Context: an optimization exercise on an open-source flow, tuned for a short achievable clock period and few clock cycles. The choices shown serve that exercise and are no tape-out recipe.
No activity file was given, so power comes from the tool's default toggle rates.

==> inputs of onyx <==
## single_cycle_mips
module single_cycle_mips (
	input  logic                                clk,
	input  logic                                rst_n,
	output mips_pkg::word_t                     ir_addr,
	input  mips_pkg::word_t                     ir,
	input  mips_pkg::word_t                     read_data_mem,
	output logic                                cen,
	output logic                                wen,
	output logic                                oen,
	output logic [mips_pkg::dmem_addr_w-1:0]    a,
	output mips_pkg::word_t                     data_to_mem
);
==> flow/config.mk <==
export PLATFORM = sky130hd
export DESIGN_NAME = single_cycle_mips
export DESIGN_NICKNAME = single_cycle_mips
export VERILOG_FILES = /design/flow/design.v
export SDC_FILE = /design/flow/constraint.sdc
export NUM_CORES = 8
export LEC_CHECK = 0
export CAP_MARGIN = 40
export CORE_MARGIN = 2
export CORE_UTILIZATION = 45
export SETUP_SLACK_MARGIN = 5
export SLEW_MARGIN = 40
export SYNTH_HIERARCHICAL = 1
export SYNTH_MINIMUM_KEEP_SIZE = 0
export TNS_END_PERCENT = 5
==> flow/constraint.sdc <==
create_clock -name core_clock -period 8.0 [get_ports {clk}]
set_input_delay 1.6000 -clock core_clock [delete_from_list [all_inputs] [get_ports {clk}]]
set_output_delay 1.6000 -clock core_clock [all_outputs]
set_load 0.01 [all_outputs]
run.sh (not shown) runs the stock make flow with config.mk's settings and CLKGATE_MAP_FILE= SYNTH_SCRIPT=/design/flow/synth_recipe.tcl, a recipe that flattens the netlist after the stock synthesis.
==> inputs of raven, as changes to onyx <==
--- a/flow/design.v
+++ b/flow/design.v
@@ -190,15 +190,15 @@
 ) (
 	input  logic [W-1:0] a,
 	input  logic [W-1:0] b,
 	input  logic         cin,
 	output logic [W-1:0] s,
 	output logic         cout
 );
-	localparam int L = (W <= 2) ? 1 : (W <= 4) ? 2 : (W <= 8) ? 3 : (W <= 16) ? 4 : (W <= 32) ? 5 : 6;
+	localparam int L = $clog2(W);
 	logic [W-1:0] g [0:L];
 	logic [W-1:0] p [0:L];
 	logic [W-1:0] c;    
 	assign g[0] = a & b;
 	assign p[0] = a ^ b;
 	for (genvar l = 0; l < L; l++) begin : g_lvl
 		for (genvar i = 0; i < W; i++) begin : g_bit
@@ -288,22 +288,26 @@
 `default_nettype none
 import mips_pkg::*;
 module pc_unit (
 	input  logic              clk,
 	input  logic              rst_n,
 	input  logic              x_redirect,
 	input  mips_pkg::word_t   x_target,
+	input  logic              d_redirect,
+	input  mips_pkg::word_t   d_target,
 	input  mips_pkg::word_t   f_next,
 	output mips_pkg::word_t   pc
 );
 	always_ff @(posedge clk or negedge rst_n) begin
 		if (!rst_n) begin
 			pc <= reset_pc;
 		end else if (x_redirect) begin
 			pc <= x_target;
+		end else if (d_redirect) begin
+			pc <= d_target;
 		end else begin
 			pc <= f_next;
 		end
 	end
 endmodule
 `default_nettype wire
 `default_nettype none
@@ -320,39 +324,39 @@
 	output logic [mips_pkg::dmem_addr_w-1:0]    a,
 	output mips_pkg::word_t                     data_to_mem
 );
 	mips_pkg::word_t pc;
 	mips_pkg::word_t ra_pred;              
 	logic            d_v;
 	mips_pkg::word_t d_ir;
+	mips_pkg::word_t d_pc;
 	logic            d_pred;               
 	mips_pkg::word_t d_jrpred;             
 	mips_pkg::word_t d_pc4;                
 	mips_pkg::word_t d_bt;                 
 	logic                x_v;
 	mips_pkg::reg_addr_t x_rd;             
 	logic [5:0]          x_sel;            
 	logic                x_sub;
-	mips_pkg::word_t     x_a, x_b;         
-	logic                x_fa, x_fb, x_fs;  
+	mips_pkg::word_t     x_a, x_b, x_bx;   
 	logic [4:0]          x_sh;
 	logic                x_load, x_isadd;
 	logic                x_beq, x_bne, x_pred, x_jr;
 	mips_pkg::word_t     x_alt;            
 	mips_pkg::word_t     x_jrpred;
 	logic [mips_pkg::dmem_addr_w-1:0] x_addr;
 	mips_pkg::word_t     x_wdata;
 	logic                x_cen, x_wen, x_oen;
 	mips_pkg::reg_addr_t w_rd;
 	mips_pkg::word_t     w_val;
 	mips_pkg::reg_addr_t v_rd;             
 	logic                v_zero;
 	logic [31:1]         zflag;
-	logic            x_redirect;
-	mips_pkg::word_t x_target;
+	logic            x_redirect, d_redirect;
+	mips_pkg::word_t x_target, d_target;
 	mips_pkg::word_t pc4, f_bt, f_next;
 	logic [5:0]      f_op;
 	logic            f_j, f_jal, f_jr, f_br, f_pred;
 	logic            unused_c4;
 	ks_add #(.W(word_w)) u_pc4 (.a (pc), .b (32'd4), .cin (1'b0), .s (pc4), .cout (unused_c4));
 	logic [13:0] pc_hp1, pc_hm1;
 	logic [15:0] f_bt_lo;
@@ -370,73 +374,74 @@
 	assign f_pred = f_br && ir[15];
 	always_comb begin
 		if (f_j)         f_next = {pc[31:28], ir[25:0], 2'b00};
 		else if (f_jr)   f_next = ra_pred;
 		else if (f_pred) f_next = f_bt;
 		else             f_next = pc4;
 	end
-	mips_pkg::word_t s_next;
-	assign s_next = d_stall ? pc : (d_resolved ? (d_taken ? f_bt : pc4) : f_next);
 	pc_unit u_pc (
 		.clk (clk), .rst_n (rst_n),
 		.x_redirect (x_redirect), .x_target (x_target),
-		.f_next (s_next), .pc (pc)
+		.d_redirect (d_redirect), .d_target (d_target),
+		.f_next (d_stall ? pc : f_next), .pc (pc)
 	);
 	assign ir_addr = pc;
 	always_ff @(posedge clk or negedge rst_n) begin
 		if (!rst_n) begin
 			ra_pred <= '0;
 		end else if (f_jal) begin
 			ra_pred <= pc4;
 		end
 	end
-	assign d_v      = 1'b1;
-	assign d_ir     = ir;
-	assign d_pred   = f_pred;
-	assign d_jrpred = ra_pred;
-	assign d_pc4    = pc4;
-	assign d_bt     = f_bt;
+	always_ff @(posedge clk or negedge rst_n) begin
+		if (!rst_n) begin
+			d_v      <= 1'b0;
+			d_ir     <= '0;
+			d_pc     <= '0;
+			d_pred   <= 1'b0;
+			d_jrpred <= '0;
+			d_pc4    <= '0;
+			d_bt     <= '0;
+		end else if (d_stall && !x_redirect) begin
+		end else begin
+			d_v      <= !x_redirect && !d_redirect;
+			d_ir     <= ir;
+			d_pc     <= pc;
+			d_pred   <= f_pred;
+			d_jrpred <= ra_pred;
+			d_pc4    <= pc4;
+			d_bt     <= f_bt;
+		end
+	end
 	mips_pkg::reg_addr_t dd_rd;
 	logic dd_wr, dd_imm, dd_load, dd_store, dd_beq, dd_bne, dd_jump, dd_link, dd_jr, dd_urs, dd_urt;
 	mips_pkg::alu_op_t dd_op;
 	instr_decoder u_dec (
 		.ir (d_ir), .rd (dd_rd), .reg_write (dd_wr), .use_imm (dd_imm),
 		.mem_read (dd_load), .mem_write (dd_store), .branch_eq (dd_beq),
 		.branch_ne (dd_bne), .jump (dd_jump), .link (dd_link), .jump_reg (dd_jr),
 		.use_rs (dd_urs), .use_rt (dd_urt), .alu_op (dd_op)
 	);
 	mips_pkg::word_t     alu_res;
 	mips_pkg::reg_addr_t rs, rt, e_rd;
-	mips_pkg::word_t     rf_rs0, rf_rt0, rf_rs, rf_rt, imm, wb;
+	mips_pkg::word_t     rf_rs, rf_rt, rs_v, rt_v, imm, wb;
 	assign rs  = d_ir[25:21];
 	assign rt  = d_ir[20:16];
 	assign imm = {{16{d_ir[15]}}, d_ir[15:0]};
 	assign e_rd = x_v ? x_rd : '0;
 	register_file u_regs (
 		.clk (clk), .rst_n (rst_n),
 		.rs_addr (rs), .rt_addr (rt),
-		.wr_addr (w_rd), .wr_en (w_rd != '0), .wr_data (w_val),
-		.rs_data (rf_rs0), .rt_data (rf_rt0)
+		.wr_addr (e_rd), .wr_en (e_rd != '0), .wr_data (wb),
+		.rs_data (rf_rs), .rt_data (rf_rt)
 	);
-	assign rf_rs = (w_rd != '0 && w_rd == rs) ? w_val : rf_rs0;
-	assign rf_rt = (w_rd != '0 && w_rd == rt) ? w_val : rf_rt0;
-	mips_pkg::word_t a_eff, b_eff, bx_eff;
-	assign a_eff  = x_fa ? w_val : x_a;
-	assign b_eff  = x_fb ? w_val : x_b;
-	assign bx_eff = x_sub ? ~b_eff : b_eff;
+	assign rs_v = (e_rd != '0 && e_rd == rs) ? wb : rf_rs;
+	assign rt_v = (e_rd != '0 && e_rd == rt) ? wb : rf_rt;
 	logic x_sumzero, rdm_zero, w_zero;
-	function automatic logic sumzero(input logic [word_w-1:0] p, input logic [word_w-1:0] q);
-		sumzero = ((p ^ q) == {p[word_w-2:0] | q[word_w-2:0], 1'b0});
-	endfunction
-	logic sz_00, sz_01, sz_10, sz_11;
-	assign sz_00 = sumzero(x_a, x_b);
-	assign sz_01 = sumzero(x_a, w_val);
-	assign sz_10 = sumzero(w_val, x_b);
-	assign sz_11 = sumzero(w_val, w_val);
-	assign x_sumzero = x_fa ? (x_fb ? sz_11 : sz_10) : (x_fb ? sz_01 : sz_00);
+	assign x_sumzero = ((x_a ^ x_b) == {x_a[word_w-2:0] | x_b[word_w-2:0], 1'b0});
 	assign rdm_zero  = (read_data_mem == '0);
 	assign w_zero    = (w_val == '0);
 	logic [31:0] zf_old;
 	always_comb begin
 		for (int k = 0; k < 32; k++) begin
 			if (k == 0)              zf_old[k] = 1'b1;
 			else if (w_rd == 5'(k))  zf_old[k] = w_zero;
@@ -453,83 +458,80 @@
 	assign d_br    = dd_beq || dd_bne;
 	assign d_skip  = (d_ir[15:0] == '0);      
 	assign d_zc    = (rs == '0) || (rt == '0);
 	assign d_early = d_zc && (x_zknown || !(byp_rs || byp_rt));
 	assign d_zero  = (byp_rs ? x_zero : zf_old[rs]) && (byp_rt ? x_zero : zf_old[rt]);
 	assign d_taken = dd_beq ? d_zero : !d_zero;
 	assign d_unres = d_br && !d_skip && !d_early;
-	logic d_resolved;
-	assign d_resolved = d_br && !d_skip && d_early;
+	assign d_redirect = d_v && d_br && !d_skip && d_early && (d_taken != d_pred);
+	assign d_target   = d_taken ? d_bt : d_pc4;
 	logic [8:0] addr_rf, addr_as, addr_ld, addr_lg, d_addr, cs_s, cs_c, x_lg;
 	logic       unused_c1, unused_c2, unused_c3, unused_c5;
 	ks_add #(.W(9)) u_addr_rf  (.a (rf_rs[8:0]), .b (d_ir[8:0]), .cin (1'b0), .s (addr_rf), .cout (unused_c1));
-	assign cs_s = a_eff[8:0] ^ bx_eff[8:0] ^ d_ir[8:0];
-	assign cs_c = {(a_eff[7:0] & bx_eff[7:0]) | (a_eff[7:0] & d_ir[7:0]) | (bx_eff[7:0] & d_ir[7:0]), x_sub};
+	assign cs_s = x_a[8:0] ^ x_bx[8:0] ^ d_ir[8:0];
+	assign cs_c = {(x_a[7:0] & x_bx[7:0]) | (x_a[7:0] & d_ir[7:0]) | (x_bx[7:0] & d_ir[7:0]), x_sub};
 	ks_add #(.W(9)) u_addr_as  (.a (cs_s), .b (cs_c), .cin (1'b0), .s (addr_as), .cout (unused_c2));
 	ks_add #(.W(9)) u_addr_ld  (.a (read_data_mem[8:0]), .b (d_ir[8:0]), .cin (1'b0), .s (addr_ld), .cout (unused_c3));
-	assign x_lg = x_sel[1] ? (a_eff[8:0] & b_eff[8:0]) : (a_eff[8:0] | b_eff[8:0]);
+	assign x_lg = x_sel[1] ? (x_a[8:0] & x_b[8:0]) : (x_a[8:0] | x_b[8:0]);
 	ks_add #(.W(9)) u_addr_lg  (.a (x_lg), .b (d_ir[8:0]), .cin (1'b0), .s (addr_lg), .cout (unused_c5));
 	always_comb begin
 		if (!byp_rs)        d_addr = addr_rf;
 		else if (x_load)    d_addr = addr_ld;
 		else if (x_sel[0])  d_addr = addr_as;
 		else                d_addr = addr_lg;
 	end
 	logic d_stall;
-	assign d_stall = (dd_load || dd_store) && byp_rs && !x_load && (x_sel[3] || x_sel[4] || x_sel[5]);
+	assign d_stall = d_v && (dd_load || dd_store) && byp_rs && !x_load && (x_sel[3] || x_sel[4] || x_sel[5]);
 	logic [5:0]      d_sel;
 	logic            d_sub;
 	mips_pkg::word_t d_b;
 	alu_sel u_alu_sel (.alu_op (dd_op), .sel (d_sel), .sub (d_sub));
-	assign d_b = dd_imm ? imm : (dd_link ? '0 : rf_rt);
+	assign d_b = dd_imm ? imm : (dd_link ? '0 : rt_v);
 	logic dx;    
 	assign dx = d_v && !x_redirect && !d_stall;
 	always_ff @(posedge clk or negedge rst_n) begin
 		if (!rst_n) begin
-			x_v <= 1'b0; x_rd <= '0; x_sel <= '0; x_sub <= 1'b0; x_a <= '0; x_b <= '0; x_sh <= '0;
-			x_fa <= 1'b0; x_fb <= 1'b0; x_fs <= 1'b0;
+			x_v <= 1'b0; x_rd <= '0; x_sel <= '0; x_sub <= 1'b0; x_a <= '0; x_b <= '0; x_bx <= '0; x_sh <= '0;
 			x_load <= 1'b0; x_isadd <= 1'b0;
 			x_beq <= 1'b0; x_bne <= 1'b0; x_pred <= 1'b0; x_jr <= 1'b0;
 			x_alt <= '0; x_jrpred <= '0;
 			x_addr <= '0; x_wdata <= '0;
 			x_cen <= 1'b1; x_wen <= 1'b1; x_oen <= 1'b1;
 		end else begin
 			x_v      <= dx;
 			x_rd     <= dd_rd;
 			x_sel    <= d_sel;
 			x_sub    <= d_sub;
-			x_a      <= dd_link ? d_pc4 : rf_rs;
+			x_a      <= dd_link ? d_pc4 : rs_v;
 			x_b      <= d_b;
-			x_fa     <= byp_rs && !dd_link;
-			x_fb     <= byp_rt && !dd_imm && !dd_link;
-			x_fs     <= byp_rt;
+			x_bx     <= d_sub ? ~d_b : d_b;
 			x_sh     <= d_ir[10:6];
 			x_load   <= dd_load;
 			x_isadd  <= (dd_op == alu_add) && !dd_load;
 			x_beq    <= dd_beq && d_unres;
 			x_bne    <= dd_bne && d_unres;
 			x_pred   <= d_pred;
 			x_jr     <= dd_jr;
 			x_alt    <= d_pred ? d_pc4 : d_bt;
 			x_jrpred <= d_jrpred;
 			x_addr   <= d_addr[8:2];
-			x_wdata  <= rf_rt;
+			x_wdata  <= rt_v;
 			x_cen    <= !(dx && (dd_load || dd_store));
 			x_wen    <= !(dx && dd_store);
 			x_oen    <= !(dx && dd_load);
 		end
 	end
-	alu u_alu (.op_a (a_eff), .op_b (b_eff), .op_bx (bx_eff), .sub (x_sub), .shamt (x_sh), .sel (x_sel), .result (alu_res));
+	alu u_alu (.op_a (x_a), .op_b (x_b), .op_bx (x_bx), .sub (x_sub), .shamt (x_sh), .sel (x_sel), .result (alu_res));
 	assign wb = x_load ? read_data_mem : alu_res;
 	logic x_eq, x_taken;
-	assign x_eq       = (a_eff == b_eff);
+	assign x_eq       = (x_a == x_b);
 	assign x_taken    = (x_beq && x_eq) || (x_bne && !x_eq);
 	assign x_redirect = x_v && (((x_beq || x_bne) && (x_taken != x_pred)) ||
-	                            (x_jr && (a_eff != x_jrpred)));
-	assign x_target   = x_jr ? a_eff : x_alt;
+	                            (x_jr && (x_a != x_jrpred)));
+	assign x_target   = x_jr ? x_a : x_alt;
 	always_ff @(posedge clk or negedge rst_n) begin
 		if (!rst_n) begin
 			w_rd   <= '0;
 			w_val  <= '0;
 			v_rd   <= '0;
 			v_zero <= 1'b1;
 			zflag  <= '1;
@@ -538,13 +540,13 @@
 			w_val <= wb;
 			v_rd   <= w_rd;
 			v_zero <= w_zero;
 			if (v_rd != '0) zflag[v_rd] <= v_zero;
 		end
 	end
 	assign a           = x_addr;
-	assign data_to_mem = x_fs ? w_val : x_wdata;
+	assign data_to_mem = x_wdata;
 	assign cen         = !rst_n || x_cen;
 	assign wen         = !rst_n || x_wen;
 	assign oen         = !rst_n || x_oen;
 endmodule
 `default_nettype wire
==> flow/config.mk (replaced) <==
export PLATFORM = sky130hd
export DESIGN_NAME = single_cycle_mips
export DESIGN_NICKNAME = single_cycle_mips
export VERILOG_FILES = /design/flow/design.v
export SDC_FILE = /design/flow/constraint.sdc
export NUM_CORES = 8
export LEC_CHECK = 0
export CAP_MARGIN = 40
export CORE_MARGIN = 2
export CORE_UTILIZATION = 40
export SETUP_SLACK_MARGIN = 5
export SLEW_MARGIN = 40
export SYNTH_HIERARCHICAL = 1
export SYNTH_MINIMUM_KEEP_SIZE = 0
export TNS_END_PERCENT = 5
==> summary of the runs <==
Design area: raven is lower than onyx (1.6%). Sequential power: onyx is smaller than raven (about 15%). Of raven and onyx, onyx has the higher global-route usage (gap 6.7 points). Of raven and onyx, onyx has the higher synthesized cell count (gap about 2.5%, measured against onyx). Of onyx and raven, onyx has the higher utilization (gap 8.4 points). Between onyx and raven, the lower critical path depth is in raven (gap 6). Between onyx and raven, the lower sequential cell count is in onyx (gap 159). Between raven and onyx, the lower synthesized area is in onyx (gap 2.4%, measured against onyx).
==> figures <==
TritonCTS buffer count: raven 159; onyx 150
DP HPWL: raven 287.1 mm; onyx 290.8 mm
Slowest cell on the critical path: raven dfrtp_4; onyx nor2_4
Worst Path Required: raven 8.74 ns; onyx 8.72 ns
Final critical-path required period: raven 4.443 ns; onyx 4.261 ns
Ant. Diodes: raven 93; onyx 92
Min-Delay Endpoint: raven x_jrpred[6]; onyx x_jrpred[28]
Status: raven complete, no violations; onyx complete, no violations
Cell count after synthesis: raven 8121; onyx 8327
Crit start category: raven flop; onyx primary input
Layout buffer count excluding clock buffers: raven 718; onyx 993
Cell count along the critical path: raven 10; onyx 16
Reg-to-Reg Start: raven d_ir[20]; onyx x_fb
Count of nets after finishing: raven 8684; onyx 9205
Critical path startpoint: raven d_ir[20]; onyx ir[23]
Initial cell density of the core: raven 40.18%; onyx 45.31%
Non-clock inverters: raven 129; onyx 260
No run of this note included a check of the RTL's function; only the layout flow was run.

-- port drivers added, routing unchanged --
Ports are ideal in the flow. The routed layouts listed here were re-timed in OpenROAD.
Step 1: set_driving_cell puts a clkbuf_16 on clk and a buf_2 on each other input, an assumption about the parent block.
Step 2 moves the port delays by t, midway between the first and last clock arrival at a register: inputs arrive t later, outputs are due t later. That takes back most of the time a late clock gives input paths.
a / b / c = ideal ports / drivers / drivers and shift; a / b = the first two.
| run | t, ns | setup slack, ns | hold WS [ns] | pins driven straight from the clock port |
|---|---|---|---|---|
| onyx | 0.940 | 3.739 / 3.686 / 2.746 | 0.392 / 0.392 / 0.392 | 1 |
| raven | 0.957 | 3.557 / 3.557 / 3.173 | 0.373 / 0.373 / 0.373 | 1 |
After both steps every run listed still meets setup and hold. For onyx, which loses most, drivers alone change the setup slack by -0.053 ns; drivers and shift together by -0.993 ns.
